This design comes from an exercise in tuning for small area, a short achievable clock period and few clock cycles on the open sky130 flow, not from production work. At most, simulation tests tie the RTL to the original design; equivalence was not proved. The RTL of run 6 was laid out without a check of its function. No activity file was given, so power comes from the tool's default toggle rates.

`config.mk`:
```
export PLATFORM = sky130hd
export DESIGN_NAME = riscv_alu
export DESIGN_NICKNAME = riscv_alu
export VERILOG_FILES = /design/flow/design.v
export SDC_FILE = /design/flow/constraint.sdc
export NUM_CORES = 4
export LEC_CHECK = 0
export ABC_AREA = 1
export CAP_MARGIN = 20
export CORE_MARGIN = 2
export CORE_UTILIZATION = 40
export SETUP_SLACK_MARGIN = 3
export SLEW_MARGIN = 20
export BUFFER_PORTS_ARGS = -buffer_cell sky130_fd_sc_hd__buf_2
export SETUP_MOVE_SEQUENCE = unbuffer,sizeup,swap
```
`constraint.sdc`:
```
create_clock -name core_clock -period 12.0 [get_ports {clk_i}]
set_input_delay 2.4000 -clock core_clock [delete_from_list [all_inputs] [get_ports {clk_i}]]
set_output_delay 2.4000 -clock core_clock [all_outputs]
set_load 0.01 [all_outputs]
```
`flow/run.sh`:
```
#!/bin/bash
# The standard layout, with the port buffers that buffer_ports inserts
# chosen as buf_2 instead of its default pick (a slow delay buffer), and
# timing repair by sizing and pin swaps only.
set -e
echo 'export BUFFER_PORTS_ARGS = -buffer_cell sky130_fd_sc_hd__buf_2' >> config.mk
echo 'export SETUP_MOVE_SEQUENCE = unbuffer,sizeup,swap' >> config.mk
bash standard.sh > standard.log 2>&1
```
`standard.sh`:
```
#!/bin/bash
# synth_recipe.tcl (not shown) runs the flow's synth.tcl, then flattens the netlist and writes it again
# the make line also repeats each setting of config.mk as NAME=value (left out here)
make -C /OpenROAD-flow-scripts/flow DESIGN_CONFIG=/design/flow/config.mk WORK_HOME=/design/flow/orfs CLKGATE_MAP_FILE= SYNTH_SCRIPT=/design/flow/synth_recipe.tcl "${@:-finish}"
```
`design.v`:
```
`default_nettype none
package riscv_alu_pkg;
	localparam int XLEN = 32;
	function automatic logic [4:0] high_index(input logic [XLEN-1:0] x);
		logic [XLEN-1:0] w;
		w = x;
		for (int k = 4; k >= 0; k--) begin
			high_index[k] = ((w >> (1 << k)) != '0);
			if (high_index[k]) begin
				w = w >> (1 << k);
			end
			w = w & ((XLEN'(1) << (1 << k)) - XLEN'(1));
		end
	endfunction
	function automatic logic [5:0] bit_len(input logic [XLEN-1:0] x);
		bit_len = '0;
		for (int i = 0; i < XLEN; i++) begin
			if (x[i]) bit_len = 6'(i + 1);
		end
	endfunction
	function automatic logic [5:0] first_one(input logic [XLEN-1:0] x);
		first_one = 6'd32;
		for (int i = XLEN - 1; i >= 0; i--) begin
			if (x[i]) first_one = 6'(i);
		end
	endfunction
endpackage
`default_nettype wire
`timescale 1ns/10ps
`default_nettype none
module riscv_alu_arith (
	input  logic [6:0]  op_i,
	input  logic [31:0] a_i,
	input  logic [31:0] b_i,
	input  logic [31:0] x_i,
	input  logic [31:0] y_i,
	input  logic        inv_i,
	input  logic        cin_i,
	output logic [31:0] sum_o,
	output logic        cout_o,
	output logic [31:0] p_o,           
	output logic [31:0] g_o,           
	output logic        cmp_o,
	output logic        take_a_o       
);
	logic [31:0] yi;
	logic [31:0] p;
	logic [31:0] g;
	logic [31:0] gc;                   
	logic        ltu;
	logic        lt;
	logic        eq;
	assign yi = y_i ^ {32{inv_i}};
	assign p  = x_i ^ yi;
	assign g  = x_i & yi;
	always_comb begin
		logic [31:0] gt;
		logic [31:0] pt;
		logic [31:0] gn;
		logic [31:0] pn;
		gt = g;
		pt = p;
		gt[0] = g[0] | (p[0] & cin_i);
		for (int d = 1; d < 32; d = d * 2) begin
			gn = gt;
			pn = pt;
			for (int i = 0; i < 32; i++) begin
				if ((i / d) % 2 == 1) begin
					gn[i] = gt[i] | (pt[i] & gt[(i / d) * d - 1]);
					pn[i] = pt[i] & pt[(i / d) * d - 1];
				end
			end
			gt = gn;
			pt = pn;
		end
		gc = gt;
	end
	assign sum_o  = p ^ {gc[30:0], cin_i};
	assign cout_o = gc[31];
	assign p_o    = p;
	assign g_o    = g;
	assign ltu = ~gc[31];
	assign lt  = op_i[0] ? ltu : (ltu ^ a_i[31] ^ b_i[31]);
	assign eq  = &p;
	always_comb begin
		case (op_i[3:1])
			3'b000, 3'b001: cmp_o = lt;
			3'b010, 3'b011: cmp_o = lt | eq;
			3'b100:         cmp_o = ~(lt | eq);
			3'b101:         cmp_o = ~lt;
			default:        cmp_o = eq ^ op_i[0];
		endcase
	end
	assign take_a_o = lt ^ op_i[1];
endmodule
`default_nettype wire
`timescale 1ns/10ps
`default_nettype none
module riscv_alu_shifter (
	input  logic [6:0]  op_i,
	input  logic [31:0] a_i,
	input  logic [4:0]  amt_i,
	output logic [31:0] result_o
);
	logic        shift_left;
	logic        shift_arith;
	logic        rotate;
	logic [4:0]  r;
	logic [31:0] rot;
	logic [31:0] keep;
	logic        fill;
	assign shift_left  = ~op_i[4] & op_i[1] & op_i[0];
	assign shift_arith = ~op_i[4] & ~op_i[1] & ~op_i[0];
	assign rotate      = op_i[4] | (op_i[1] & ~op_i[0]);
	always_comb begin
		for (int i = 0; i < 5; i++) begin
			r[i] = amt_i[i] ^ (shift_left & ((amt_i & 5'((1 << i) - 1)) != 5'd0));
		end
	end
	always_comb begin
		rot = a_i;
		for (int k = 0; k < 5; k++) begin
			if (r[k]) begin
				rot = (rot >> (1 << k)) | (rot << (32 - (1 << k)));
			end
		end
	end
	always_comb begin
		for (int i = 0; i < 32; i++) begin
			keep[i] = rotate | (shift_left ? (5'(i) >= amt_i) : (5'(31 - i) >= amt_i));
		end
	end
	assign fill     = shift_arith & a_i[31];
	assign result_o = (rot & keep) | ({32{fill}} & ~keep);
endmodule
`default_nettype wire
`timescale 1ns/10ps
`default_nettype none
module riscv_alu_bit_count (
	input  logic [6:0]  op_i,
	input  logic [31:0] a_i,
	output logic [5:0]  count_o,
	output logic [5:0]  a_len_o
);
	logic [5:0]  popcnt;
	logic        inv;
	logic [31:0] x;
	logic        fl1;
	logic [4:0]  hi;
	logic [5:0]  ff1;
	logic        a_zero;
	logic pc_1, pc_2, pc_3, pc_4, pc_5, pc_6, pc_7, pc_8, pc_9, pc_10, pc_11, pc_12, pc_13, pc_14, pc_15, pc_16, pc_17, pc_18, pc_19, pc_20, pc_21, pc_22, pc_23, pc_24, pc_25, pc_26, pc_27, pc_28, pc_29, pc_30, pc_31, pc_32, pc_33, pc_34, pc_35, pc_36, pc_37, pc_38, pc_39, pc_40, pc_41, pc_42, pc_43, pc_44, pc_45, pc_46, pc_47, pc_48, pc_49, pc_50, pc_51, pc_52, pc_53, pc_54, pc_55, pc_56, pc_57, pc_58;
	assign pc_1 = a_i[0] ^ a_i[1] ^ a_i[2];
	assign pc_2 = (a_i[0] & a_i[1]) | (a_i[0] & a_i[2]) | (a_i[1] & a_i[2]);
	assign pc_3 = a_i[3] ^ a_i[4] ^ a_i[5];
	assign pc_4 = (a_i[3] & a_i[4]) | (a_i[3] & a_i[5]) | (a_i[4] & a_i[5]);
	assign pc_5 = a_i[6] ^ a_i[7] ^ a_i[8];
	assign pc_6 = (a_i[6] & a_i[7]) | (a_i[6] & a_i[8]) | (a_i[7] & a_i[8]);
	assign pc_7 = a_i[9] ^ a_i[10] ^ a_i[11];
	assign pc_8 = (a_i[9] & a_i[10]) | (a_i[9] & a_i[11]) | (a_i[10] & a_i[11]);
	assign pc_9 = a_i[12] ^ a_i[13] ^ a_i[14];
	assign pc_10 = (a_i[12] & a_i[13]) | (a_i[12] & a_i[14]) | (a_i[13] & a_i[14]);
	assign pc_11 = a_i[15] ^ a_i[16] ^ a_i[17];
	assign pc_12 = (a_i[15] & a_i[16]) | (a_i[15] & a_i[17]) | (a_i[16] & a_i[17]);
	assign pc_13 = a_i[18] ^ a_i[19] ^ a_i[20];
	assign pc_14 = (a_i[18] & a_i[19]) | (a_i[18] & a_i[20]) | (a_i[19] & a_i[20]);
	assign pc_15 = a_i[21] ^ a_i[22] ^ a_i[23];
	assign pc_16 = (a_i[21] & a_i[22]) | (a_i[21] & a_i[23]) | (a_i[22] & a_i[23]);
	assign pc_17 = a_i[24] ^ a_i[25] ^ a_i[26];
	assign pc_18 = (a_i[24] & a_i[25]) | (a_i[24] & a_i[26]) | (a_i[25] & a_i[26]);
	assign pc_19 = a_i[27] ^ a_i[28] ^ a_i[29];
	assign pc_20 = (a_i[27] & a_i[28]) | (a_i[27] & a_i[29]) | (a_i[28] & a_i[29]);
	assign pc_21 = a_i[30] ^ a_i[31];
	assign pc_22 = a_i[30] & a_i[31];
	assign pc_23 = pc_1 ^ pc_3 ^ pc_5;
	assign pc_24 = (pc_1 & pc_3) | (pc_1 & pc_5) | (pc_3 & pc_5);
	assign pc_25 = pc_7 ^ pc_9 ^ pc_11;
	assign pc_26 = (pc_7 & pc_9) | (pc_7 & pc_11) | (pc_9 & pc_11);
	assign pc_27 = pc_13 ^ pc_15 ^ pc_17;
	assign pc_28 = (pc_13 & pc_15) | (pc_13 & pc_17) | (pc_15 & pc_17);
	assign pc_29 = pc_19 ^ pc_21;
	assign pc_30 = pc_19 & pc_21;
	assign pc_31 = pc_2 ^ pc_4 ^ pc_6;
	assign pc_32 = (pc_2 & pc_4) | (pc_2 & pc_6) | (pc_4 & pc_6);
	assign pc_33 = pc_8 ^ pc_10 ^ pc_12;
	assign pc_34 = (pc_8 & pc_10) | (pc_8 & pc_12) | (pc_10 & pc_12);
	assign pc_35 = pc_14 ^ pc_16 ^ pc_18;
	assign pc_36 = (pc_14 & pc_16) | (pc_14 & pc_18) | (pc_16 & pc_18);
	assign pc_37 = pc_20 ^ pc_22;
	assign pc_38 = pc_20 & pc_22;
	assign pc_39 = pc_23 ^ pc_25 ^ pc_27;
	assign pc_40 = (pc_23 & pc_25) | (pc_23 & pc_27) | (pc_25 & pc_27);
	assign pc_41 = pc_24 ^ pc_26 ^ pc_28;
	assign pc_42 = (pc_24 & pc_26) | (pc_24 & pc_28) | (pc_26 & pc_28);
	assign pc_43 = pc_30 ^ pc_31 ^ pc_33;
	assign pc_44 = (pc_30 & pc_31) | (pc_30 & pc_33) | (pc_31 & pc_33);
	assign pc_45 = pc_35 ^ pc_37;
	assign pc_46 = pc_35 & pc_37;
	assign pc_47 = pc_32 ^ pc_34 ^ pc_36;
	assign pc_48 = (pc_32 & pc_34) | (pc_32 & pc_36) | (pc_34 & pc_36);
	assign pc_49 = pc_40 ^ pc_41 ^ pc_43;
	assign pc_50 = (pc_40 & pc_41) | (pc_40 & pc_43) | (pc_41 & pc_43);
	assign pc_51 = pc_42 ^ pc_44 ^ pc_46;
	assign pc_52 = (pc_42 & pc_44) | (pc_42 & pc_46) | (pc_44 & pc_46);
	assign pc_53 = pc_47 ^ pc_38;
	assign pc_54 = pc_47 & pc_38;
	assign pc_55 = pc_50 ^ pc_51 ^ pc_53;
	assign pc_56 = (pc_50 & pc_51) | (pc_50 & pc_53) | (pc_51 & pc_53);
	assign pc_57 = pc_52 ^ pc_54 ^ pc_48;
	assign pc_58 = (pc_52 & pc_54) | (pc_52 & pc_48) | (pc_54 & pc_48);
	assign popcnt = {1'b0 , pc_58 , pc_56 , pc_55 , pc_49 , pc_39} + {1'b0 , 1'b0 , pc_57 , 1'b0 , pc_45 , pc_29};
	assign inv    = a_i[31] & op_i[0] & ~(op_i[2] & op_i[1]);
	assign x      = a_i ^ {32{inv}};
	assign fl1    = op_i[2] & op_i[1] & op_i[0];
	assign hi     = riscv_alu_pkg::high_index(fl1 ? a_i : {x[30:0], 1'b1});
	assign ff1    = riscv_alu_pkg::first_one(a_i);
	assign a_zero = ~|a_i;
	assign a_len_o = x[31] ? 6'd32 : ({1'b0, hi} + 6'(inv));
	always_comb begin
		case (op_i[1:0])
			2'b00:   count_o = popcnt;
			2'b01:   count_o = a_zero ? 6'd0 : {1'b0, ~hi};
			2'b10:   count_o = ff1;
			default: count_o = a_zero ? 6'd32 : {1'b0, hi};
		endcase
	end
endmodule
`default_nettype wire
`timescale 1ns/10ps
`default_nettype none
module riscv_alu_div (
	input  logic        clk_i,
	input  logic        rst_n_i,
	input  logic        req_i,         
	input  logic        ex_ready_i,
	input  logic [6:0]  op_i,
	input  logic [31:0] a_i,
	input  logic [31:0] b_i,
	input  logic [5:0]  a_len_i,       
	input  logic [31:0] rot_i,         
	input  logic [31:0] sum_i,         
	input  logic        cout_i,
	output logic [4:0]  rot_amt_o,
	output logic        align_o,
	output logic [31:0] dvd_o,
	output logic        busy_o,
	output logic        done_o,
	output logic [31:0] p_o,           
	output logic [31:0] mag_o,         
	output logic        neg_b_o,       
	output logic        neg_res_o,
	output logic        b_zero_o,
	output logic        ready_o
);
	logic        sgn;
	logic        neg_a;
	logic        neg_b;
	logic        b_zero;
	logic [5:0]  b_len;
	logic        fast;
	logic [5:0]  span;
	logic [31:0] top_mask;
	logic        start;
	logic        last;
	logic        align_q;
	logic        busy_q;
	logic        done_q;
	logic        sel_rem_q;
	logic        neg_b_q;
	logic        neg_res_q;
	logic [4:0]  cnt_q;
	logic [31:0] rem_q;
	logic [31:0] dvd_q;
	logic [31:0] p;
	logic        q;
	logic        neg_res;
	assign sgn    = op_i[0];
	assign neg_a  = sgn & a_i[31];
	assign neg_b  = sgn & b_i[31];
	assign b_zero = ~|b_i;
	assign b_len  = riscv_alu_pkg::bit_len(b_i ^ {32{neg_b}});
	assign fast = b_zero | (a_len_i < b_len);
	assign span = a_len_i - b_len + 6'd1;
	assign rot_amt_o = cnt_q;
	always_comb begin
		for (int i = 0; i < 32; i++) begin
			top_mask[i] = (cnt_q == 5'd0) || ((6'(i) + {1'b0, cnt_q}) >= 6'd32);
		end
	end
	assign start = req_i & ~fast & ~align_q & ~busy_q & ~done_q;
	assign last  = busy_q & (cnt_q == 5'd1);
	always_ff @(posedge clk_i or negedge rst_n_i) begin
		if (!rst_n_i) begin
			align_q <= 1'b0;
			busy_q  <= 1'b0;
			done_q  <= 1'b0;
		end else begin
			align_q <= start;
			if (align_q) begin
				busy_q <= 1'b1;
			end else if (last) begin
				busy_q <= 1'b0;
			end
			if (last) begin
				done_q <= 1'b1;
			end else if (ex_ready_i) begin
				done_q <= 1'b0;
			end
		end
	end
	assign p = {rem_q[30:0], dvd_q[31]};
	assign q = rem_q[31] | cout_i;
	always_ff @(posedge clk_i) begin
		if (busy_q) begin
			rem_q <= q ? sum_i : p;
			dvd_q <= {dvd_q[30:0], q};
			cnt_q <= cnt_q - 5'd1;
		end else if (align_q) begin
			rem_q <= rot_i & ~top_mask;
			dvd_q <= rot_i & top_mask;
		end else if (!done_q) begin
			dvd_q     <= sum_i;
			cnt_q     <= (span[5] ? 5'd0 : span[4:0]);
			sel_rem_q <= op_i[1];
			neg_b_q   <= neg_b;
			neg_res_q <= neg_res;
		end
	end
	assign p_o     = p;
	assign mag_o   = sel_rem_q ? rem_q : dvd_q;
	assign neg_res = sgn & a_i[31] & (op_i[1] | ~b_i[31]) | neg_b & ~op_i[1] & ~a_i[31];
	assign b_zero_o = b_zero;
	assign ready_o   = done_q | (~busy_q & ~align_q & ~(req_i & ~fast));
	assign align_o   = align_q;
	assign dvd_o     = dvd_q;
	assign busy_o    = busy_q;
	assign done_o    = done_q;
	assign neg_b_o   = neg_b_q;
	assign neg_res_o = neg_res_q;
endmodule
`default_nettype wire
`timescale 1ns/10ps
`default_nettype none
module riscv_alu (
	input  logic                           clk_i,
	input  logic                           rst_n_i,
	input  logic                           enable_i,
	input  logic [6:0]                     operator_i,
	input  logic [31:0]                    operand_a_i,
	input  logic [31:0]                    operand_b_i,
	input  logic                           ex_ready_i,
	output logic [31:0]                    result_o,
	output logic                           comparison_result_o,
	output logic                           ready_o
);
	logic [6:0]  op;
	logic [31:0] a;
	logic [31:0] b;
	logic        g_cmp;
	logic        g_minmax;
	logic        g_and;
	logic        g_addsub;
	logic        g_shift;
	logic        g_or;
	logic        g_xor;
	logic        g_div;
	logic        g_count;
	logic        sub;
	logic        neg_a;
	logic [31:0] add_x;
	logic [31:0] add_y;
	logic        add_inv;
	logic        add_cin;
	logic [31:0] sum;
	logic        cout;
	logic [31:0] prop;
	logic [31:0] gen;
	logic        cmp;
	logic        take_a;
	logic        div_b_zero;
	logic        sel_a;
	logic        sel_b;
	logic        sel_sum;
	logic        sel_ones;
	logic [31:0] shift_in;
	logic [4:0]  shift_amt;
	logic [31:0] shift_result;
	logic [5:0]  count;
	logic [5:0]  a_len;
	logic [4:0]  rot_amt;
	logic        div_align;
	logic [31:0] div_dvd;
	logic        div_busy;
	logic        div_done;
	logic [31:0] div_p;
	logic [31:0] div_mag;
	logic        div_neg_b;
	logic        div_neg_res;
	logic        div_ready;
	assign op = operator_i;
	assign a  = operand_a_i;
	assign b  = operand_b_i;
	assign g_cmp    = ~op[5] & ~op[4];
	assign g_minmax = ~op[5] &  op[4] & ~op[3] & ~op[2];
	assign g_and    = ~op[5] &  op[4] & ~op[3] &  op[2];
	assign g_addsub = ~op[5] &  op[4] &  op[3];
	assign g_shift  =  op[5] & ~op[4] & ~op[3];
	assign g_or     =  op[5] & ~op[4] &  op[3] & ~op[0];
	assign g_xor    =  op[5] & ~op[4] &  op[3] &  op[0];
	assign g_div    =  op[5] &  op[4] & ~op[2];
	assign g_count  =  op[5] &  op[4] &  op[2];
	assign sub   = ~op[5] & (~op[4] | (~op[3] & ~op[2]) | (op[3] & op[0]));
	assign neg_a = op[0] & a[31];
	assign add_x = div_busy ? div_p : ((div_done | g_div) ? 32'b0 : a);
	assign add_y = div_done ? div_mag : ((g_div & ~div_busy) ? a : b);
	always_comb begin
		if (!g_div) begin
			add_inv = sub;
			add_cin = sub;
		end else if (div_busy) begin
			add_inv = ~div_neg_b;
			add_cin = ~div_neg_b;
		end else if (div_done) begin
			add_inv = div_neg_res;
			add_cin = div_neg_res;
		end else begin
			add_inv = neg_a;
			add_cin = neg_a;
		end
	end
	riscv_alu_arith arith_i (
		.op_i(op), .a_i(a), .b_i(b), .x_i(add_x), .y_i(add_y), .inv_i(add_inv),
		.cin_i(add_cin), .sum_o(sum), .cout_o(cout), .p_o(prop), .g_o(gen), .cmp_o(cmp),
		.take_a_o(take_a)
	);
	assign shift_in  = div_align ? div_dvd : a;
	assign shift_amt = div_align ? rot_amt : b[4:0];
	riscv_alu_shifter shifter_i (
		.op_i(op), .a_i(shift_in), .amt_i(shift_amt), .result_o(shift_result)
	);
	riscv_alu_bit_count bit_count_i (
		.op_i(op), .a_i(a), .count_o(count), .a_len_o(a_len)
	);
	riscv_alu_div div_i (
		.clk_i(clk_i), .rst_n_i(rst_n_i), .req_i(enable_i & g_div), .ex_ready_i(ex_ready_i),
		.op_i(op), .a_i(a), .b_i(b), .a_len_i(a_len), .rot_i(shift_result),
		.sum_i(sum), .cout_i(cout), .rot_amt_o(rot_amt), .align_o(div_align), .dvd_o(div_dvd), .busy_o(div_busy),
		.done_o(div_done), .p_o(div_p), .mag_o(div_mag), .neg_b_o(div_neg_b), .neg_res_o(div_neg_res),
		.b_zero_o(div_b_zero), .ready_o(div_ready)
	);
	assign sel_a    = (g_minmax & take_a) | (g_div & ~div_done & op[1]);
	assign sel_b    = g_minmax & ~take_a;
	assign sel_sum  = g_addsub | (g_div & div_done);
	assign sel_ones = g_div & ~div_done & ~op[1] & div_b_zero;
	assign result_o =
		({32{g_cmp}}    & {31'b0, cmp}) |
		({32{sel_a}}    & a) |
		({32{sel_b}}    & b) |
		({32{g_and | g_or}} & gen) |
		({32{g_or | g_xor}} & prop) |
		({32{sel_sum}}  & sum) |
		({32{g_shift}}  & shift_result) |
		{32{sel_ones}} |
		({32{g_count}}  & {26'b0, count});
	assign comparison_result_o = cmp;
	assign ready_o = div_ready;
endmodule
`default_nettype wire
```
==> out/results.ini, run 1 <==
[global_route]
grt_use_total_pct=39.15
antenna_found_initial=1
grt_max_degree=66
overflow=0
grt_pass1_vias=17339
grt_pass1_wl_um=112400

[timing]
maxSlewViolCount=0
setup_viol=0
final_hold_viol_count=0
clock_skew_ps=8.879
hold_slack_ps=594.6
relSlewSlack_pct=17.17
fin_crit_sh_pct=85.16
fmax_mhz=97.85
rsz0062_at_grt=yes
worst_slew_pin_slew_ps=1229
fin_ws_ps=1781
setup_tns_ps=0
fin_crit_ps=10220

[layout]
nets=2669
area_delta_synth_final_pct=12.73
fin_area_mm2=0.01685
final_util_pct=45.93
drive_above_1_share_pct=13.23
final_cell_count_no_fill=2964

[die]
fp.dieArea_mm2=0.03894
die_width_um=197.3
die_height_um=197.3
fp-row-count=70
initial_core_util_pct=40.74
ios=109
core_mm2=0.03670

[setup_path]
r2r-end=div_i.rem_q[23]$_DFFE_PP_
endpoint=result_o[2]
crit_fanout=21
startpoint=operator_i[4]
worstSetupStartpointType=input port
worst-path-buf-inv=8
path_depth=27
worstPathRequired_ps=9600
r2r_cells=24
end_kind=output pin
crit_type=input port to output pin
rrSetupSlack_ps=6720
crit_family=simple AND/OR/NAND/NOR gates
timing.rr.start=div_i.busy_q$_DFFE_PN0P_
critPathMaxStageDelay_ps=760
slowest_stage=nor3_4
worstPathArrival_ps=7820

[yosys]
synth_edf_count=72
yosysTopAreaCell=nand2_1
synth.top_cells.by_area=nand2_1 (17%), edfxtp_1 (14%), o21ai_0 (12%), inv_1 (7.2%), ha_1 (5.9%)
synth_top_area_share_pct=16.97
syn-num-nets=2641
ys_ff_latch=75
synth_commonest_cells=nand2_1 (676), o21ai_0 (365), inv_1 (285)
synth_cell_type_count=63
netlist_area_mm2=0.01495
synth_top_flop_cell=edfxtp_1
async_flop_share_pct=4.000
ys_warn_count=5
yosys.cell_count.top_type=nand2_1
postSynthCellCount=2463
syn_avg_cell_area_um2=6.070
ys_seq_area_share_pct=14.96

[placed_design]
portBuffers=107
placed_cells=2948
postPlaceCellArea_mm2=0.01586
hpwl_um=60710
place.gp.congestion=1.013
pre_cts_ws_ps=1218

[power_and_ir_drop]
power.leakage_nw=7.619
seq_power_share_pct=15.9
combPwrFrac_pct=77.9
switching_share_pct=59.02
p_switching_mw=2.420
peakVddDrop_v=0.0002017
power.internal_mw=1.680
clkPwrFrac_pct=6.2
powerDensity_mw_per_mm2=243.3
p_total_mw=4.100

[drt]
ant_nets=0
wl_per_cell_um=25.91
via_count=18698
via_per_inst=6.308
totalWireLength_um=76790
firstDrtPassIters=7
drc=0
drtIter0Drc=2508

[clock_tree]
cts_sinks=75
cts_root_buf=clkbuf_16
h-tree-depth=3
holdBufCountCts=0
cts_setup_buffers=0
clock_latency_ps=360
cts_tree=built
clockBufferDepth=2
clk_pin_slew_worst_paths_ps=60
cts-buffers-inserted=9

[outcome]
status=complete, no violations

[hold_path]
hp-class=register to register

[job]
cap_violations=0

==> cells in the final DEF, fill, tap and decap left out, types with 31 or more instances in the layout <==
master    Yosys  final
o31ai_1      41     40
a21oi_1     143    126
nor2_1      130    121
o211ai_1     34     34
o21ai_1      21     45
ha_1         70     63
o221ai_1     37     34
buf_4         4     37
buf_2        17    102
inv_1       285    268
fa_1         33     31
nand2_1     676    660
xor2_1       72     70
edfxtp_1     72     72
nand3_1     103    100
o21ai_0     365    323
==> registers in the layout, summed over array words and instances, names as in the netlist <==
register	cells
div_i.sel_rem_q	1
div_i.dvd_q	32
div_i.cnt_q	5
div_i.neg_res_q	1
div_i.align_q	1
div_i.done_q	1
div_i.busy_q	1
div_i.neg_b_q	1
div_i.rem_q	32
==> worst min-delay path by stage <==
stage,from,end,slack [ps],cells past startpoint
floorplan,div_i.dvd_q[6]$_DFFE_PP_,div_i.dvd_q[7]$_DFFE_PP_,540,2
global placement,div_i.dvd_q[17]$_DFFE_PP_,div_i.dvd_q[18]$_DFFE_PP_,570,2
detailed placement,div_i.dvd_q[17]$_DFFE_PP_,div_i.dvd_q[18]$_DFFE_PP_,570,2
CTS,div_i.dvd_q[17]$_DFFE_PP_,div_i.dvd_q[18]$_DFFE_PP_,590,2
global route,div_i.dvd_q[17]$_DFFE_PP_,div_i.dvd_q[18]$_DFFE_PP_,610,2
finish,div_i.dvd_q[17]$_DFFE_PP_,div_i.dvd_q[18]$_DFFE_PP_,590,2
==> power by group through the flow <==
stage | clock network, mW | logic, mW | registers, mW
final | 0.254 | 3.19 | 0.651
after CTS | 0.252 | 3.01 | 0.645
after detailed placement | 0 | 2.91 | 0.649
after global routing | 0.260 | 3.44 | 0.665
after global placement | 0 | 2.89 | 0.650
after floorplan | 0 | 1.93 | 0.600
==> tightest hold or removal path, stage by stage, from the launching register on <==
cell      delay (ps)
edfxtp_1         360
nand2_1           60
o221ai_1          60
==> layout make-up <==
class,instances,area [um2]
Multi-Input combinational cell,1957,11670
Tap cell,468,585.6
Timing Repair Buffer,147,924.6
Inverter,301,1182
Antenna cell,1,2.502
Clock buffer,11,232.7
Fill cell,3947,19840
Sequential cell,75,2238
Clock inverter,4,18.77
==> timing repair <==
| action | in CTS | in global routing |
|---|---|---|
| endpoints found under the setup margin | 35 | 34 |
| pin swaps | 61 | 58 |
| resized for setup | 155 | 62 |
==> metal layers <==
layer,up-vias,wire length [um],global-route usage [%]
met4,0,4361,18.10
met3,243,9413,10.53
met2,1225,31720,57.34
li1,8454,-,-
met1,8776,31300,53.34
met5,-,0,0
==> cells by family (layout without fill, tap and decap cells) <==
logic type	count (synthesis)	after routing	share of synthesized area, %
AND/OR/NAND/NOR	995	995	27.56
AO/OA/AOI/OAI	768	768	30.36
buffers and inverters	431	463	11.41
adder cells (fa/ha/maj)	103	103	10.28
XOR/XNOR	85	85	5.030
flip-flops	75	75	14.96
multiplexers	6	6	0.4017
other	0	1	0
Testbench counts, summed over its fixed seeds: cycles 33,415.
==> inputs of run 2 (changes only) <==
--- a/flow/run.sh
+++ b/flow/run.sh
@@ -2,5 +2,5 @@
 # The standard layout, with the port buffers that buffer_ports inserts
 # chosen as buf_2 instead of its default pick (a slow delay buffer), and
-# timing repair by sizing and pin swaps only.
+# timing repair limited to the moves: unbuffer,sizeup,swap.
 set -e
 echo 'export BUFFER_PORTS_ARGS = -buffer_cell sky130_fd_sc_hd__buf_2' >> config.mk
--- a/config.mk
+++ b/config.mk
@@ -10,5 +10,5 @@
 export CORE_MARGIN = 2
 export CORE_UTILIZATION = 40
-export SETUP_SLACK_MARGIN = 3
+export SETUP_SLACK_MARGIN = 2.2
 export SLEW_MARGIN = 20
 export BUFFER_PORTS_ARGS = -buffer_cell sky130_fd_sc_hd__buf_2
==> run 2 against run 1 <==
Maximum frequency grew 4.7%. Setup slack gained 460 ps. Cell area shrank 0.94%. Register-to-register slack lost 260 ps. Critical path depth grew 3. Synthesized cell count is the same. Sequential cell count is the same. Clock power grew about 20%. Critical endpoint is now ready_o.
==> out/results.ini, run 2 <==
[drt]
totalWireLength_um=73280
via_count=18298
via_per_inst=6.180
firstDrtPassIters=6
ant_nets=0
wl_per_cell_um=24.75
drtIter0Drc=2491
drc=0

[yosys]
ys_seq_area_share_pct=14.96
synth_top_area_share_pct=16.97
async_flop_share_pct=4.000
syn-num-nets=2641
synth_top_flop_cell=edfxtp_1
synth_edf_count=72
postSynthCellCount=2463
synth_commonest_cells=nand2_1 (676), o21ai_0 (365), inv_1 (285)
ys_ff_latch=75
synth_cell_type_count=63
yosysTopAreaCell=nand2_1
yosys.cell_count.top_type=nand2_1
netlist_area_mm2=0.01495
synth.top_cells.by_area=nand2_1 (17%), edfxtp_1 (14%), o21ai_0 (12%), inv_1 (7.2%), ha_1 (5.9%)
ys_warn_count=5
syn_avg_cell_area_um2=6.070

[clock_tree]
clock_latency_ps=370
holdBufCountCts=0
cts_root_buf=clkbuf_16
h-tree-depth=3
clockBufferDepth=2
cts_setup_buffers=0
cts_sinks=75
cts_tree=built
clk_pin_slew_worst_paths_ps=60
cts-buffers-inserted=9

[layout]
area_delta_synth_final_pct=11.67
final_common_cell=nand2_1
largest_registers=div_i.dvd_q x32, div_i.rem_q x32, div_i.cnt_q x5
antenna_cells=0
multi_input_comb_area_mm2=0.01148
mostFrequentLayoutCells=nand2_1 (663), o21ai_0 (349), inv_1 (277)
drive_above_1_share_pct=11.71
nets=2666
seq_area_mm2=0.002238
fillers=3924

[global_route]
overflow=0
grt_use_total_pct=37.21
grt_max_degree=75
grt_pass1_wl_um=107400
grt_pass1_vias=16883
antenna_found_initial=1

[die]
core_mm2=0.03670
fp.dieArea_mm2=0.03894
die_width_um=197.3
fp-row-count=70
initial_core_util_pct=40.74
ios=109
die_height_um=197.3

[setup_path]
cpMostUsedCell=nor2_4
r2r_cells=27
worstPathArrival_ps=7360
end_kind=output pin
critPathMaxStageDelay_ps=400
slowest_stage=nor2_4
worstPathRequired_ps=9600
worstSetupStartpointType=input port
crit_fanout=49
crit_type=input port to output pin

[timing]
clock_skew_ps=15.12
hold_slack_ps=614.7
maxSlewViolCount=0
setup_tns_ps=0
worst_slew_pin_slew_ps=1183
setup_viol=0
fin_crit_sh_pct=81.35
fin_crit_ps=9762
fmax_mhz=102.4
rsz0062_at_grt=yes
final_hold_viol_count=0
relSlewSlack_pct=20.32

[outcome]
status=complete, no violations

[placed_design]
hpwl_um=59130
place.gp.congestion=1.071
portBuffers=107

[power_and_ir_drop]
peakVddDrop_v=0.0002447
power.leakage_nw=7.589
powerDensity_mw_per_mm2=245.4

[hold_path]
hp-class=register to register
whs_path_depth=2

[job]
cap_violations=0

==> run 2: stage by stage <==
| stage | area [um2] | worst slack, ps | std cells | utilization (%) | power, mW |
|---|---|---|---|---|---|
| 3_3_place_gp | 15820 | 1561 | 2944 | 43.11 | 3.540 |
| 4_1_cts | 16320 | 2192 | 2960 | 44.46 | 3.908 |
| 5_1_grt | 16700 | 2000 | 2961 | 45.50 | 4.372 |
| 6_report | 16700 | 2238 | 2961 | 45.50 | 4.097 |
| 3_5_place_dp | 15820 | 1503 | 2944 | 43.11 | 3.567 |
| 2_1_floorplan | 14950 | 2914 | 2463 | - | 2.526 |
==> run 2: repair_timing <==
item | in CTS | in global routing
pin swaps | 8 | 40
gates resized for setup | 47 | 95
cloned | 0 | 0
endpoints found under the hold margin | 0 | 0
endpoints found under the setup margin | 32 | 30
==> run 2: layout make-up <==
class	instances	area share [%]
clock inverter	7	0.5396
inverter	301	7.007
timing repair buffer	144	5.418
clock buffer	9	1.349
tap	468	3.507
sequential	75	13.41
multi-input combinational	1957	68.77
==> run 2: path summary, 6_finish.rpt <==
| kind | startpoint | slack, ps | endpoint |
|---|---|---|---|
| max | operator_i[1] | 2240 | ready_o |
| min | div_i.dvd_q[26]$_DFFE_PP_ | 610 | div_i.dvd_q[27]$_DFFE_PP_ |
| max reg2reg | div_i.done_q$_DFFE_PN0P_ | 6460 | div_i.rem_q[26]$_DFFE_PP_ |
| min reg2reg | div_i.dvd_q[26]$_DFFE_PP_ | 610 | div_i.dvd_q[27]$_DFFE_PP_ |
| max in group asynchronous | rst_n_i | 10060 | div_i.busy_q$_DFFE_PN0P_ |
| min in group asynchronous | rst_n_i | 1820 | div_i.align_q$_DFF_PN0_ |
==> run 2: routing by layer <==
layer	share of wire [%]	up-vias	routed length, um	track usage, %
li1	-	8450	-	-
met1	41	8556	29960	50.07
met2	42	1093	30900	56.12
met3	12	197	8730	9.834
met4	5.0	2	3672	15.71
met5	0.018	-	13	0
==> run 2: critical path: cells and delay by family <==
family	cells	cell delay, ps
AO/OA/AOI/OAI	5	1010
adder cells (fa/ha/maj)	4	950
buffers and inverters	3	610
AND/OR/NAND/NOR	18	2330
==> run 2: cell families (layout without fill, tap and decap cells) <==
group / Yosys count / after routing / share of synthesized area [%]
adder cells (fa/ha/maj): 103 / 103 / 10.28
AO/OA/AOI/OAI: 768 / 768 / 30.36
XOR/XNOR: 85 / 85 / 5.030
multiplexers: 6 / 6 / 0.4017
buffers and inverters: 431 / 461 / 11.41
AND/OR/NAND/NOR: 995 / 995 / 27.56
flip-flops: 75 / 75 / 14.96
==> run 2: power by group <==
part | switching, mW | internal [mW] | total (mW) | leakage (nW)
clock | 0.124 | 0.182 | 0.305 | 0.153
sequential | 0.108 | 0.541 | 0.649 | 0.780
combinational | 2.17 | 0.975 | 3.14 | 6.66
==> inputs of run 3 (changes only) <==
==> flow/run.sh (replaced) <==
#!/bin/bash
# The standard layout, with the port buffers that buffer_ports inserts
# chosen as buf_2 instead of its default pick (a slow delay buffer), and
# power recovery (downsizing) on the paths with slack to spare.
set -e
echo 'export BUFFER_PORTS_ARGS = -buffer_cell sky130_fd_sc_hd__buf_2' >> config.mk
echo 'export RECOVER_POWER = 100' >> config.mk
bash standard.sh > standard.log 2>&1
--- a/config.mk
+++ b/config.mk
@@ -10,6 +10,6 @@
 export CORE_MARGIN = 2
 export CORE_UTILIZATION = 40
-export SETUP_SLACK_MARGIN = 2.2
+export SETUP_SLACK_MARGIN = 2
 export SLEW_MARGIN = 20
 export BUFFER_PORTS_ARGS = -buffer_cell sky130_fd_sc_hd__buf_2
-export SETUP_MOVE_SEQUENCE = unbuffer,sizeup,swap
+export RECOVER_POWER = 100
==> run 3 against run 2 <==
The layout now fails its checks (capacitance limit, slew limit). Register-to-register slack got worse by 1900 ps. Critical path type unchanged. Highest routed layer unchanged. Clock-buffer cell count did not move. Synthesized area did not move.
==> out/results.ini, run 3 <==
[outcome]
status=failed layout checks
so_faults=capacitance limit, slew limit

[yosys]
synth_commonest_cells=nand2_1 (676), o21ai_0 (365), inv_1 (285)
syn-num-nets=2641
synth_edf_count=72
yosys.cell_count.top_type=nand2_1
ys_ff_latch=75
ys_warn_count=5
synth_cell_type_count=63
postSynthCellCount=2463
ys_seq_area_share_pct=14.96
yosysTopAreaCell=nand2_1
syn_avg_cell_area_um2=6.070
netlist_area_mm2=0.01495
async_flop_share_pct=4.000
synth.top_cells.by_area=nand2_1 (17%), edfxtp_1 (14%), o21ai_0 (12%), inv_1 (7.2%), ha_1 (5.9%)
synth_top_flop_cell=edfxtp_1
synth_top_area_share_pct=16.97

[die]
fp.dieArea_mm2=0.03894
die_height_um=197.3
ios=109
die_width_um=197.3
core_mm2=0.03670
fp-row-count=70
initial_core_util_pct=40.74

[layout]
final_common_cell=nand2_1
final_cell_count_no_fill=2991
largest_registers=div_i.dvd_q x32, div_i.rem_q x32, div_i.cnt_q x5
nets=2695
area_delta_synth_final_pct=10.50
drive_above_1_share_pct=9.159
fin_area_mm2=0.01652
final_util_pct=45.02
fillers=3975
mostFrequentLayoutCells=nand2_1 (676), o21ai_0 (367), inv_1 (283)

[power_and_ir_drop]
combPwrFrac_pct=76.2
power.leakage_nw=7.571
clkPwrFrac_pct=7.6
switching_share_pct=58.66
power.internal_mw=1.668
p_switching_mw=2.367
seq_power_share_pct=16.2
peakVddDrop_v=0.0002489
p_total_mw=4.035
powerDensity_mw_per_mm2=244.2

[hold_path]
hp-class=register to register

[clock_tree]
cts_root_buf=clkbuf_16
cts_tree=built
clockBufferDepth=2
clock_latency_ps=360
clk_pin_slew_worst_paths_ps=60
h-tree-depth=3
cts-buffers-inserted=9
cts_sinks=75
holdBufCountCts=0

[setup_path]
worstSetupStartpointType=input port
crit_fanout=26
r2r_cells=27
startpoint=operator_i[0]
rrSetupSlack_ps=4540
worstPathArrival_ps=8320
timing.rr.start=div_i.done_q$_DFFE_PN0P_
endpoint=result_o[29]
end_kind=output pin
worstPathRequired_ps=9600
r2r-end=div_i.rem_q[26]$_DFFE_PP_
crit_type=input port to output pin

[job]
cap_violations=5

[timing]
worst_slew_pin_slew_ps=3061
clock_skew_ps=13.77
fin_crit_sh_pct=89.32
final_hold_viol_count=0
setup_viol=0
setup_tns_ps=0
fin_crit_ps=10720
fin_ws_ps=1281
rsz0062_at_grt=yes
fmax_mhz=93.29
hold_slack_ps=614.3
maxSlewViolCount=172
relSlewSlack_pct=-104.1

[placed_design]
hpwl_um=59130
place.gp.congestion=1.071
placed_cells=2944
pre_cts_ws_ps=1503
portBuffers=107
postPlaceCellArea_mm2=0.01582

[drt]
wl_per_cell_um=24.75
firstDrtPassIters=6
ant_nets=0
via_count=18517
drc=0
totalWireLength_um=74040
via_per_inst=6.191
drtIter0Drc=2533

[global_route]
overflow=0
antenna_found_initial=2
grt_max_degree=75
grt_pass1_wl_um=107300
grt_pass1_vias=16896
grt_use_total_pct=37.16

-- run 3: kinds of logic after synthesis --
logic type,after synthesis,synth area share (%)
flops,75,14.96
mux,6,0.4017
compound gates,768,30.36
fa+ha+maj,103,10.28
xor+xnor,85,5.030
buf+inv,431,11.41
simple gates,995,27.56
-- run 3: repair_timing --
action                                  4_1_cts  5_1_grt
buffers inserted                              4       23
gates cloned                                  0        2
endpoints found under the hold margin         0        0
endpoints found under the setup margin       29       33
gates resized for setup                      11       48
pin swaps                                     2       10
-- run 3: cell type report --
| cell class | instances | area, um2 | share of cell area (%) |
|---|---|---|---|
| antenna | 1 | 2.502 | 0.01515 |
| clock buffer | 9 | 225.2 | 1.363 |
| clock inverter | 7 | 90.09 | 0.5453 |
| inverter | 301 | 1169 | 7.074 |
| multi-input combinational | 1958 | 11200 | 67.77 |
| sequential | 75 | 2238 | 13.55 |
| tap | 468 | 585.6 | 3.544 |
| timing repair buffer | 171 | 1006 | 6.089 |
| timing repair inverter | 1 | 8.758 | 0.05301 |
-- run 3: worst min path at each step --
stage	from	to	slack, ps	cells past startpoint
after floorplan	div_i.dvd_q[6]$_DFFE_PP_	div_i.dvd_q[7]$_DFFE_PP_	540	2
after global placement	div_i.dvd_q[18]$_DFFE_PP_	div_i.dvd_q[19]$_DFFE_PP_	570	2
after detailed placement	div_i.dvd_q[18]$_DFFE_PP_	div_i.dvd_q[19]$_DFFE_PP_	580	2
after CTS	div_i.dvd_q[26]$_DFFE_PP_	div_i.dvd_q[27]$_DFFE_PP_	610	2
after global routing	div_i.dvd_q[29]$_DFFE_PP_	div_i.dvd_q[30]$_DFFE_PP_	650	2
final	div_i.dvd_q[26]$_DFFE_PP_	div_i.dvd_q[27]$_DFFE_PP_	610	2
-- run 3: per-layer routing --
layer | track usage, % | share of wire [%] | vias up
li1 | - | - | 8502
met1 | 50.02 | 41 | 8673
met2 | 56.17 | 42 | 1126
met3 | 9.664 | 12 | 214
met4 | 15.65 | 5.0 | 2
met5 | 0 | 0.018 | -
-- run 3: power by group through the flow --
stage                     Clock, mW  Combinational, mW  Sequential, mW
after CTS                     0.301               2.95           0.643
after floorplan                   0               1.93           0.600
after global routing          0.311               3.33           0.668
after global placement            0               2.90           0.645
final                         0.305               3.08           0.654
after detailed placement          0               2.92           0.648
-- run 3: worst max-delay path: stages --
cell      delay [ps]
clkbuf_1         360
nand2_1          530
clkbuf_4         320
a221oi_1         270
nand2_1           90
nand2_1          310
buf_6            370
inv_1            160
xor2_1           190
ha_1             350
a21oi_1          170
inv_1             70
a21oi_1          120
o21ai_0          100
a21oi_1          340
o21ai_4          130
nand3_1           90
nand2_1          170
or2_0            280
nand3_1           80
nand2_1          130
nor3_4           250
buf_6            240
inv_1            210
o221ai_1         370
clkbuf_1         200
==> inputs of run 4 (changes only) <==
==> flow/run.sh (replaced) <==
#!/bin/bash
# The standard layout, with the port buffers that buffer_ports inserts
# chosen as buf_2 instead of its default pick (a slow delay buffer), and
# timing repair limited to the moves: unbuffer,sizeup,swap,buffer.
set -e
echo 'export BUFFER_PORTS_ARGS = -buffer_cell sky130_fd_sc_hd__buf_2' >> config.mk
echo 'export SETUP_MOVE_SEQUENCE = unbuffer,sizeup,swap,buffer' >> config.mk
bash standard.sh > standard.log 2>&1
--- a/config.mk
+++ b/config.mk
@@ -10,6 +10,6 @@
 export CORE_MARGIN = 2
 export CORE_UTILIZATION = 40
-export SETUP_SLACK_MARGIN = 2
+export SETUP_SLACK_MARGIN = 2.5
 export SLEW_MARGIN = 20
 export BUFFER_PORTS_ARGS = -buffer_cell sky130_fd_sc_hd__buf_2
-export RECOVER_POWER = 100
+export SETUP_MOVE_SEQUENCE = unbuffer,sizeup,swap,buffer
==> run 4 against run 3 <==
Now clean on timing, DRC and antenna. Power grew 3.8%. Cell area grew 2.9%. Via count grew 0.53%. Critical endpoint is now ready_o.
==> out/results.ini, run 4 <==
[outcome]
status=complete, no violations

[yosys]
syn_avg_cell_area_um2=6.070
netlist_area_mm2=0.01495
async_flop_share_pct=4.000
synth_edf_count=72
synthSimpleGateAreaFrac_pct=27.56
yosysTopAreaCell=nand2_1
syn-num-nets=2641
synth_compound_area_share_pct=30.36
synth_fa_ha_area_share_pct=10.28
synth_commonest_cells=nand2_1 (676), o21ai_0 (365), inv_1 (285)
synth_mux_area_share_pct=0.4017
synth_top_flop_cell=edfxtp_1
ys_ff_latch=75
synth.top_cells.by_area=nand2_1 (17%), edfxtp_1 (14%), o21ai_0 (12%), inv_1 (7.2%), ha_1 (5.9%)
synth_xor_area_share_pct=5.030
ys_warn_count=5
synth_top_family_by_area=compound AO/OA/AOI/OAI gates
ys_seq_area_share_pct=14.96
postSynthCellCount=2463
synth_cell_type_count=63
synth_top_area_share_pct=16.97
yosys.cell_count.top_type=nand2_1

[setup_path]
rrSetupSlack_ps=6370
crit_type=input port to output pin
worstPathRequired_ps=9600
end_kind=output pin
crit_family=simple AND/OR/NAND/NOR gates
r2r_cells=28
worstSetupStartpointType=input port
worstPathArrival_ps=7080
timing.rr.start=div_i.done_q$_DFFE_PN0P_
critPathMaxStageDelay_ps=370
crit_fanout=21
worst-path-buf-inv=4
slowest_stage=fa_1
r2r-end=div_i.rem_q[26]$_DFFE_PP_
cpMostUsedCell=nor2_4

[placed_design]
hpwl_um=59130
pre_cts_ws_ps=1503
postPlaceCellArea_mm2=0.01582
portBuffers=107
placed_cells=2944
place.gp.congestion=1.071

[timing]
setup_viol=0
fmax_mhz=105.5
fin_ws_ps=2521
maxSlewViolCount=0
fin_crit_sh_pct=78.99
final_hold_viol_count=0
worst_slew_pin_slew_ps=1238
fin_crit_ps=9479
rsz0062_at_grt=yes
relSlewSlack_pct=16.60
setup_tns_ps=0
clock_skew_ps=10.64

[layout]
area_delta_synth_final_pct=13.67
fillers=3913
antenna_cells=0
drive_above_1_share_pct=12.98
mostFrequentLayoutCells=nand2_1 (666), o21ai_0 (342), inv_1 (279)
final_common_cell=nand2_1
largest_registers=div_i.dvd_q x32, div_i.rem_q x32, div_i.cnt_q x5
fin_area_mm2=0.01700
nets=2708
final_cell_count_no_fill=3003

[global_route]
overflow=0
grt_use_total_pct=37.39
grt_max_degree=75
grt_pass1_vias=17004
grt_pass1_wl_um=108000
antenna_found_initial=2

[drt]
totalWireLength_um=74300
firstDrtPassIters=6
via_per_inst=6.199
wl_per_cell_um=24.74
ant_nets=0
drc=0
via_count=18616
drtIter0Drc=2817

[hold_path]
hp-class=register to register
worstHoldStart=div_i.dvd_q[26]$_DFFE_PP_
holdPathEnd=div_i.dvd_q[27]$_DFFE_PP_
whs_path_depth=2

[power_and_ir_drop]
peakVddDrop_v=0.0002439
clkPwrFrac_pct=7.2
power.leakage_nw=7.829
powerDensity_mw_per_mm2=246.4
combPwrFrac_pct=77.3
p_switching_mw=2.436
switching_share_pct=58.16
power.internal_mw=1.752
seq_power_share_pct=15.5

[clock_tree]
cts-buffers-inserted=9
clock_latency_ps=360
clockBufferDepth=2
cts_root_buf=clkbuf_16
cts_tree=built
holdBufCountCts=0
clk_pin_slew_worst_paths_ps=60
cts_sinks=75
h-tree-depth=3

[die]
fp-row-count=70
ios=109
initial_core_util_pct=40.74
die_height_um=197.3
die_width_um=197.3
fp.dieArea_mm2=0.03894
core_mm2=0.03670

[job]
cap_violations=0

run 4: changes by cell type in the layout (fill, tap and decap cells not counted), moves of 10 or more:
cell      previous run  this run
o21ai_1             15        32
buf_2               78       102
clkbuf_1            37         0
buf_4               46        72
nand2_1            676       666
o21ai_0            367       342
run 4: worst max path at each step:
stage	slack (ps)	cells past startpoint	to	startpoint
floorplan	2910	28	result_o[11]	operator_i[4]
global placement	1560	31	ready_o	operator_i[1]
detailed placement	1500	31	ready_o	operator_i[1]
CTS	2490	31	ready_o	operator_i[1]
global route	2330	36	ready_o	operator_i[0]
finish	2520	32	ready_o	operand_a_i[31]
run 4: layout make-up:
type	instances	area [um2]	area share (%)
Tap cell	468	585.6	3.445
Clock inverter	7	90.09	0.5301
Clock buffer	9	225.2	1.325
Inverter	301	1196	7.038
Sequential cell	75	2238	13.17
Timing Repair Buffer	186	1230	7.237
Multi-Input combinational cell	1957	11430	67.25
run 4: repair_timing:
item                                    4_1_cts  5_1_grt
hold endpoints to repair                      0        0
gates resized for setup                      62       79
endpoints found under the setup margin       34       33
pin swaps                                     9       32
setup buffers                                16       26
run 4: routing by layer:
metal	global-route usage (%)	vias to the layer above	part of all wire (%)
met4	15.96	2	4.8
li1	-	8532	-
met1	50.58	8681	41
met5	0	-	0.017
met2	56.40	1199	42
met3	9.356	202	12
run 4: stage by stage:
stage               utilization, %  hold slack [ps]  power (mW)
global route                 46.31            650.5       4.446
floorplan                        -            544.9       2.526
CTS                          44.95            607.1       3.920
finish                       46.31            602.0       4.188
global placement             43.11            565.8       3.540
detailed placement           43.11            577.9       3.567
run 4: cells by family after synthesis:
kind of cell | Yosys count
xor+xnor | 85
buf+inv | 431
simple gates | 995
compound gates | 768
fa+ha+maj | 103
mux | 6
flops | 75
run 4: worst min-delay path, delay by kind of cell (launching register included):
kind             cells  cell delay (ps)
flip-flops           1              360
AO/OA/AOI/OAI        1               60
AND/OR/NAND/NOR      1               60
run 4: power by group through the flow:
| stage | combinational, mW | clock (mW) | sequential (mW) |
|---|---|---|---|
| global route | 3.47 | 0.310 | 0.662 |
| floorplan | 1.93 | 0 | 0.600 |
| CTS | 2.98 | 0.301 | 0.643 |
| global placement | 2.90 | 0 | 0.645 |
| finish | 3.24 | 0.304 | 0.649 |
| detailed placement | 2.92 | 0 | 0.648 |
==> inputs of run 5 (changes only) <==
==> flow/run.sh (replaced) <==
#!/bin/bash
# The standard layout, with the port buffers that buffer_ports inserts
# chosen as buf_1 instead of its default pick (a slow delay buffer), and
# timing repair limited to the moves: unbuffer,sizeup,swap.
set -e
echo 'export BUFFER_PORTS_ARGS = -buffer_cell sky130_fd_sc_hd__buf_1' >> config.mk
echo 'export SETUP_MOVE_SEQUENCE = unbuffer,sizeup,swap' >> config.mk
bash standard.sh > standard.log 2>&1
--- a/config.mk
+++ b/config.mk
@@ -12,4 +12,4 @@
 export SETUP_SLACK_MARGIN = 2.5
 export SLEW_MARGIN = 20
-export BUFFER_PORTS_ARGS = -buffer_cell sky130_fd_sc_hd__buf_2
-export SETUP_MOVE_SEQUENCE = unbuffer,sizeup,swap,buffer
+export BUFFER_PORTS_ARGS = -buffer_cell sky130_fd_sc_hd__buf_1
+export SETUP_MOVE_SEQUENCE = unbuffer,sizeup,swap
==> run 5 against run 4 <==
Still clean. Clock-buffer cell count grew 3. Hold slack about the same. Critical path depth is 2 higher. Clock power decreased by 2%. Routed wire length fell by 1.1%. Clock skew is 0.83 ps lower. First-iteration DRC count down 1.9%. Synthesized area unchanged. Synthesized cell count did not move. Sequential cell count stayed put. Final cell count down 1.3%. Register-to-register slack got worse by 750 ps.
==> out/results.ini, run 5 <==
[outcome]
status=complete, no violations

[drt]
via_per_inst=6.324
via_count=18751
wl_per_cell_um=24.79
ant_nets=0
totalWireLength_um=73500
drc=0
firstDrtPassIters=8
drtIter0Drc=2764

[hold_path]
holdPathEnd=div_i.dvd_q[9]$_DFFE_PP_
worstHoldStart=div_i.dvd_q[8]$_DFFE_PP_
hp-class=register to register
whs_path_depth=2

[global_route]
grt_pass1_vias=17382
overflow=0
antenna_found_initial=0
grt_pass1_wl_um=108300
grt_max_degree=64
grt_use_total_pct=37.19

[clock_tree]
clk_pin_slew_worst_paths_ps=70
clock_latency_ps=360
clockBufferDepth=2
cts-buffers-inserted=9
cts_setup_buffers=0
cts_sinks=75
h-tree-depth=3
cts_tree=built
cts_root_buf=clkbuf_16

[setup_path]
rrSetupSlack_ps=5620
cpMostUsedCell=nor2_4
worstSetupStartpointType=input port
r2r-end=div_i.rem_q[10]$_DFFE_PP_
worstPathRequired_ps=9600
timing.rr.start=div_i.done_q$_DFFE_PN0P_
crit_type=input port to output pin
r2r_cells=26
end_kind=output pin
critPathMaxStageDelay_ps=330
slowest_stage=fa_2
crit_fanout=49
worstPathArrival_ps=7200

[yosys]
synth_edf_count=72
ys_warn_count=5
netlist_area_mm2=0.01495
syn_avg_cell_area_um2=6.070
ys_ff_latch=75
yosysTopAreaCell=nand2_1
ys_seq_area_share_pct=14.96
synth.top_cells.by_area=nand2_1 (17%), edfxtp_1 (14%), o21ai_0 (12%), inv_1 (7.2%), ha_1 (5.9%)
synth_cell_type_count=63
synth_top_area_share_pct=16.97
syn-num-nets=2641
async_flop_share_pct=4.000
synth_top_flop_cell=edfxtp_1
postSynthCellCount=2463
yosys.cell_count.top_type=nand2_1
synth_commonest_cells=nand2_1 (676), o21ai_0 (365), inv_1 (285)

[die]
fp.dieArea_mm2=0.03894
initial_core_util_pct=40.74
core_mm2=0.03670
ios=109
die_height_um=197.3
fp-row-count=70
die_width_um=197.3

[placed_design]
placed_cells=2949
portBuffers=107
hpwl_um=56890
place.gp.congestion=1.043
pre_cts_ws_ps=1181
postPlaceCellArea_mm2=0.01572

[layout]
largest_registers=div_i.dvd_q x32, div_i.rem_q x32, div_i.cnt_q x5
final_cell_count_no_fill=2965
fillers=3949
area_delta_synth_final_pct=13.09
mostFrequentLayoutCells=nand2_1 (653), o21ai_0 (336), inv_1 (272)
nets=2670
antenna_cells=0
drive_above_1_share_pct=10.01
fin_area_mm2=0.01691
final_common_cell=nand2_1

[timing]
fmax_mhz=104.2
relSlewSlack_pct=20.79
rsz0062_at_grt=yes
fin_crit_ps=9600
setup_viol=0
worst_slew_pin_slew_ps=1176
final_hold_viol_count=0
setup_tns_ps=0
maxSlewViolCount=0
fin_ws_ps=2400
fin_crit_sh_pct=80.00
clock_skew_ps=9.802

[power_and_ir_drop]
power.leakage_nw=7.431
powerDensity_mw_per_mm2=239.3
peakVddDrop_v=0.0002213
p_total_mw=4.046

[job]
cap_violations=0

-- run 5: cell counts after synthesis --
Identical to the previous run, type by type.
-- run 5: cells by family (layout without fill, tap and decap cells) --
logic type                 Yosys count  count (layout)  synth area share, %
buffers and inverters              431             465                11.41
xor gates and xnor gates            85              85                5.030
adders and majority gates          103             103                10.28
and+or+nand+nor                    995             995                27.56
muxes                                6               6               0.4017
AOI/OAI and AO/OA                  768             768                30.36
DFF                                 75              75                14.96
-- run 5: through the flow --
step | utilization [%] | hold WS (ps)
floorplan | - | 544.9
global placement | 42.84 | 572.3
detailed placement | 42.84 | 583.4
CTS | 45.20 | 598.1
global route | 46.07 | 623.7
finish | 46.07 | 601.9
-- run 5: worst max-delay path: cells and delay by family --
family                     cells  cell delay [ps]
adders and majority gates      4              880
buffers and inverters          5              750
and+or+nand+nor               20             2530
AOI/OAI and AO/OA              5              610
-- run 5: power by group --
group,leakage (nW),switching (mW),internal [mW]
Sequential,0.780,0.130,0.540
Combinational,6.51,2.09,0.985
Clock,0.145,0.125,0.173
-- run 5: metal layers --
layer / GRT usage, % / wire (um) / up-vias / part of all wire (%)
li1: - / - / 8452 / -
met1: 49.52 / 28920 / 8763 / 39
met2: 55.31 / 30450 / 1287 / 41
met3: 10.93 / 10020 / 249 / 14
met4: 16.88 / 4115 / 0 / 5.6
met5: 0 / 0 / - / 0
-- run 5: area by class of cell --
type	instances	area, um2	share of cell area (%)
multi-input combinational	1957	11740	69.41
inverter	301	1211	7.163
sequential	75	2238	13.24
tap	468	585.6	3.463
timing repair buffer	148	829.5	4.906
clock buffer	12	256.5	1.517
clock inverter	4	50.05	0.2960
-- run 5: worst max path at each step --
stage,startpoint,end,depth (start not counted),slack (ps)
6_report,operator_i[0],ready_o,34,2400
5_1_grt,operand_a_i[31],ready_o,35,2170
4_1_cts,operand_a_i[31],ready_o,34,2440
3_5_place_dp,operator_i[4],result_o[30],31,1180
3_3_place_gp,operator_i[4],result_o[30],31,1240
2_1_floorplan,operator_i[4],result_o[11],28,2910
-- run 5: timing repair --
action | CTS | global route
resized for setup | 146 | 94
hold buffers | 0 | 0
gates cloned | 0 | 0
endpoints found under the setup margin | 34 | 34
pin swaps | 41 | 46
==> inputs of run 6 (changes only) <==
--- a/design.v
+++ b/design.v
@@ -141,5 +141,8 @@
 	input  logic [31:0] a_i,
 	output logic [5:0]  count_o,
-	output logic [5:0]  a_len_o
+	output logic [5:0]  a_len_o,
+	output logic [4:0]  a_hi_o,        
+	output logic        a_top_o,
+	output logic        a_inv_o
 );
 	logic [5:0]  popcnt;
@@ -217,4 +220,7 @@
 	assign a_zero = ~|a_i;
 	assign a_len_o = x[31] ? 6'd32 : ({1'b0, hi} + 6'(inv));
+	assign a_hi_o  = hi;
+	assign a_top_o = x[31];
+	assign a_inv_o = inv;
 	always_comb begin
 		case (op_i[1:0])
@@ -238,4 +244,7 @@
 	input  logic [31:0] b_i,
 	input  logic [5:0]  a_len_i,       
+	input  logic [4:0]  a_hi_i,        
+	input  logic        a_top_i,
+	input  logic        a_inv_i,
 	input  logic [31:0] rot_i,         
 	input  logic [31:0] sum_i,         
@@ -258,4 +267,8 @@
 	logic        b_zero;
 	logic [5:0]  b_len;
+	logic [31:0] y;
+	logic [4:0]  b_hi;
+	logic        hi_lt;
+	logic        hi_next;
 	logic        fast;
 	logic [5:0]  span;
@@ -279,6 +292,16 @@
 	assign neg_b  = sgn & b_i[31];
 	assign b_zero = ~|b_i;
-	assign b_len  = riscv_alu_pkg::bit_len(b_i ^ {32{neg_b}});
-	assign fast = b_zero | (a_len_i < b_len);
+	assign y      = b_i ^ {32{neg_b}};
+	assign b_hi   = riscv_alu_pkg::high_index({y[30:0], 1'b1});
+	assign b_len  = y[31] ? 6'd32 : {1'b0, b_hi};
+	always_comb begin
+		hi_next = 1'b1;
+		for (int i = 0; i < 5; i++) begin
+			hi_next = hi_next & ((a_hi_i[i] ^ b_hi[i]) ==
+				((a_hi_i & 5'((1 << i) - 1)) == 5'((1 << i) - 1)));
+		end
+	end
+	assign hi_lt = (a_hi_i < b_hi) & ~(a_inv_i & hi_next);
+	assign fast  = b_zero | (~a_top_i & (y[31] | hi_lt));
 	assign span = a_len_i - b_len + 6'd1;
 	assign rot_amt_o = cnt_q;
@@ -388,4 +411,7 @@
 	logic [5:0]  count;
 	logic [5:0]  a_len;
+	logic [4:0]  a_hi;
+	logic        a_top;
+	logic        a_inv;
 	logic [4:0]  rot_amt;
 	logic        div_align;
@@ -440,9 +466,10 @@
 	);
 	riscv_alu_bit_count bit_count_i (
-		.op_i(op), .a_i(a), .count_o(count), .a_len_o(a_len)
+		.op_i(op), .a_i(a), .count_o(count), .a_len_o(a_len), .a_hi_o(a_hi),
+		.a_top_o(a_top), .a_inv_o(a_inv)
 	);
 	riscv_alu_div div_i (
 		.clk_i(clk_i), .rst_n_i(rst_n_i), .req_i(enable_i & g_div), .ex_ready_i(ex_ready_i),
-		.op_i(op), .a_i(a), .b_i(b), .a_len_i(a_len), .rot_i(shift_result),
+		.op_i(op), .a_i(a), .b_i(b), .a_len_i(a_len), .a_hi_i(a_hi), .a_top_i(a_top), .a_inv_i(a_inv), .rot_i(shift_result),
 		.sum_i(sum), .cout_i(cout), .rot_amt_o(rot_amt), .align_o(div_align), .dvd_o(div_dvd), .busy_o(div_busy),
 		.done_o(div_done), .p_o(div_p), .mag_o(div_mag), .neg_b_o(div_neg_b), .neg_res_o(div_neg_res),
==> run.sh (new file) <==
#!/bin/bash
# synth_recipe.tcl (not shown) runs the flow's synth.tcl, then flattens the netlist and writes it again
# the make line also repeats each setting of config.mk as NAME=value (left out here)
make -C /OpenROAD-flow-scripts/flow DESIGN_CONFIG=/design/flow/config.mk WORK_HOME=/design/flow/orfs CLKGATE_MAP_FILE= SYNTH_SCRIPT=/design/flow/synth_recipe.tcl finish
--- a/config.mk
+++ b/config.mk
@@ -10,6 +10,4 @@
 export CORE_MARGIN = 2
 export CORE_UTILIZATION = 40
-export SETUP_SLACK_MARGIN = 2.5
+export SETUP_SLACK_MARGIN = 3
 export SLEW_MARGIN = 20
-export BUFFER_PORTS_ARGS = -buffer_cell sky130_fd_sc_hd__buf_1
-export SETUP_MOVE_SEQUENCE = unbuffer,sizeup,swap
removed: flow/run.sh
removed: standard.sh
==> run 6 against run 5 <==
Sequential share of layout area decreased by 1.9 points. Sequential cell count is the same. Utilization increased by 6.6 points. Register-to-register slack lost 420 ps. Cell area up 17%. Maximum frequency up 4.5%. Clock-buffer cell count fell by 2. Via count increased by 6.4%. Clock skew grew 7.4 ps.
==> out/results.ini, run 6 <==
[layout]
area_delta_synth_final_pct=30.59
fillers=3827
largest_registers=div_i.dvd_q x32, div_i.rem_q x32, div_i.cnt_q x5
mostFrequentLayoutCells=nand2_1 (576), inv_1 (254), o21ai_0 (249)
drive_above_1_share_pct=21.09
final_common_cell=nand2_1
antenna_cells=0
nets=2835

[placed_design]
portBuffers=107
place.gp.congestion=1.005
pre_cts_ws_ps=453.2
hpwl_um=61130

[timing]
setup_viol=0
final_hold_viol_count=0
worst_slew_pin_slew_ps=1326
relSlewSlack_pct=11.63
fin_ws_ps=2809
hold_slack_ps=648.5
maxSlewViolCount=0
rsz0062_at_grt=yes
fmax_mhz=108.8
fin_crit_sh_pct=76.59
setup_tns_ps=0
clock_skew_ps=17.23
fin_crit_ps=9191

[power_and_ir_drop]
peakVddDrop_v=0.0001085
powerDensity_mw_per_mm2=234.0
power.leakage_nw=8.963

[setup_path]
cpMostUsedCell=nand2_2
rrSetupSlack_ps=5200
crit_fanout=5
worstSetupStartpointType=input port
end_kind=output pin
crit_type=input port to output pin
r2r-end=div_i.rem_q[26]$_DFFE_PP_
critPathMaxStageDelay_ps=310
worstPathArrival_ps=6790
worstPathRequired_ps=9600
slowest_stage=ha_1
timing.rr.start=div_i.done_q$_DFFE_PN0P_
r2r_cells=24

[die]
core_mm2=0.03740
initial_core_util_pct=40.36
die_height_um=198.3
ios=109
fp.dieArea_mm2=0.03930
die_width_um=198.3
fp-row-count=71

[yosys]
postSynthCellCount=2470
yosys.cell_count.top_type=nand2_1
async_flop_share_pct=4.000
syn_avg_cell_area_um2=6.111
synth_top_flop_cell=edfxtp_1
yosysTopAreaCell=nand2_1
ys_seq_area_share_pct=14.82
synth_top_area_share_pct=15.29
synth_commonest_cells=nand2_1 (615), o21ai_0 (320), inv_1 (291)
ys_warn_count=5
synth.top_cells.by_area=nand2_1 (15%), edfxtp_1 (14%), o21ai_0 (11%), inv_1 (7.2%), a21oi_1 (5.4%)
synth_edf_count=72
netlist_area_mm2=0.01509
synth_cell_type_count=63
ys_ff_latch=75
syn-num-nets=2641

[clock_tree]
clk_pin_slew_worst_paths_ps=70
h-tree-depth=3
clockBufferDepth=2
clock_latency_ps=370
cts-buffers-inserted=9
cts_tree=built
cts_sinks=75
holdBufCountCts=0
cts_root_buf=clkbuf_16

[global_route]
antenna_found_initial=2
grt_use_total_pct=41.49
grt_pass1_vias=18147
grt_pass1_wl_um=118600
grt_max_degree=73
overflow=0

[outcome]
status=complete, no violations

[drt]
firstDrtPassIters=6
via_per_inst=6.274
drc=0
totalWireLength_um=84540
via_count=19951
ant_nets=0
wl_per_cell_um=26.59
drtIter0Drc=2615

[hold_path]
worstHoldStart=div_i.dvd_q[1]$_DFFE_PP_
holdPathEnd=div_i.dvd_q[2]$_DFFE_PP_
whs_path_depth=2
hp-class=register to register

[job]
cap_violations=0

-- run 6: cell count changes after synthesis, sizes merged, moves of 11 or more --
cell / previous run / this run
o21ai: 393 / 336
nand2: 685 / 643
nand3: 104 / 126
o31ai: 41 / 62
a21oi: 146 / 165
nor2: 142 / 161
o21a: 6 / 18
clkbuf: 97 / 108
mux2i: 6 / 17
-- run 6: what timing repair did --
| action | in CTS | in global routing |
|---|---|---|
| gates cloned | 8 | 4 |
| gates resized for setup | 436 | 219 |
| buffers inserted | 86 | 61 |
| pin swaps | 64 | 104 |
| endpoints found under the setup margin | 60 | 34 |
-- run 6: per-stage QoR --
step                      cells  cell area [um2]  power (mW)  util (%)
final                      3180            19710       4.612     52.70
after global placement     3004            16720       3.670     44.71
after CTS                  3114            18470       4.244     49.40
after detailed placement   3004            16720       3.692     44.71
after floorplan            2470            15110       2.630         -
after global routing       3180            19710       4.859     52.70
-- run 6: worst max path at each step --
stage,startpoint,slack (ps),endpoint
2_1_floorplan,operator_i[4],3020,result_o[28]
3_3_place_gp,operator_i[4],570,result_o[6]
3_5_place_dp,operator_i[4],450,result_o[28]
4_1_cts,operator_i[2],2830,result_o[10]
5_1_grt,operator_i[4],2640,result_o[19]
6_report,operator_i[2],2810,result_o[19]
-- run 6: kinds of logic (layout without fill, tap and decap cells) --
group	count (synthesis)	in the layout	share of synthesized area, %
AO/OA/AOI/OAI	749	749	29.77
XOR/XNOR	88	90	5.156
adder cells (fa/ha/maj)	96	96	9.500
buffers and inverters	438	635	11.18
flip-flops	75	75	14.82
multiplexers	18	18	1.202
AND/OR/NAND/NOR	1006	1006	28.37
-- run 6: cell type report --
cell class                      count  area (um2)  share of cell area, %
Clock buffer                       10       229.0                  1.162
Clock inverter                      6       80.08                 0.4063
Inverter                          304        1235                  6.265
Multi-Input combinational cell   1959       12370                  62.75
Sequential cell                    75        2242                  11.38
Tap cell                          511       639.4                  3.244
Timing Repair Buffer              311        2883                  14.63
Timing Repair inverter              4       33.78                 0.1714
-- run 6: worst max-delay path, delay by kind of cell --
family / cells / cell delay, ps
xor+xnor: 1 / 250
simple gates: 16 / 1790
buf+inv: 9 / 1380
compound gates: 6 / 680
fa+ha+maj: 1 / 310
-- run 6: routing by layer --
| layer | wire length [um] | global-route usage (%) | part of all wire (%) |
|---|---|---|---|
| met4 | 7251 | 30.27 | 8.6 |
| met1 | 31330 | 52.88 | 37 |
| met5 | 13 | 0 | 0.015 |
| met3 | 10520 | 8.908 | 12 |
| met2 | 35430 | 61.73 | 42 |
-- run 6: power breakdown --
group          internal, mW  leakage (nW)  switching [mW]
registers             0.545         0.782           0.111
clock network         0.181         0.148           0.130
logic                  1.29          8.03            2.36
total                  2.01          8.96            2.60

what the ideal ports hide:
In the flow no input, the clock included, has a driving cell. The finished layouts below were timed again as built, in two steps.
Step 1 assumes that a clkbuf_16 drives the clock port and a buf_2 every other input.
Step 2 times the ports against the registers' clock, not the clock port: input delays grow and output delays shrink by t, the midpoint of the rising clock arrivals with the driver on.
Slacks: no drivers / after step 1 / after step 2; pairs: no drivers / after step 1.
| run | shift t [ns] | setup slack, ns | worst register clock-pin slew, ns | worst slew at a driven data input, ns |
|---|---|---|---|---|
| run 1 | 0.399 | 1.781 / 1.717 / 1.717 | 0.06 / 0.06 | 0.08 |
| run 2 | 0.405 | 2.238 / 2.153 / 2.153 | 0.07 / 0.07 | 0.08 |
| run 3 | 0.399 | 1.281 / 1.251 / 1.251 | 0.07 / 0.07 | 0.06 |
| run 4 | 0.401 | 2.521 / 2.480 / 2.480 | 0.07 / 0.07 | 0.06 |
| run 5 | 0.406 | 2.400 / 2.372 / 2.372 | 0.07 / 0.07 | 0.06 |
| run 6 | 0.412 | 2.809 / 2.708 / 2.708 | 0.07 / 0.07 | 0.10 |
For run 6, which loses most, drivers alone change the setup slack by -0.101 ns; drivers and shift together by -0.101 ns.
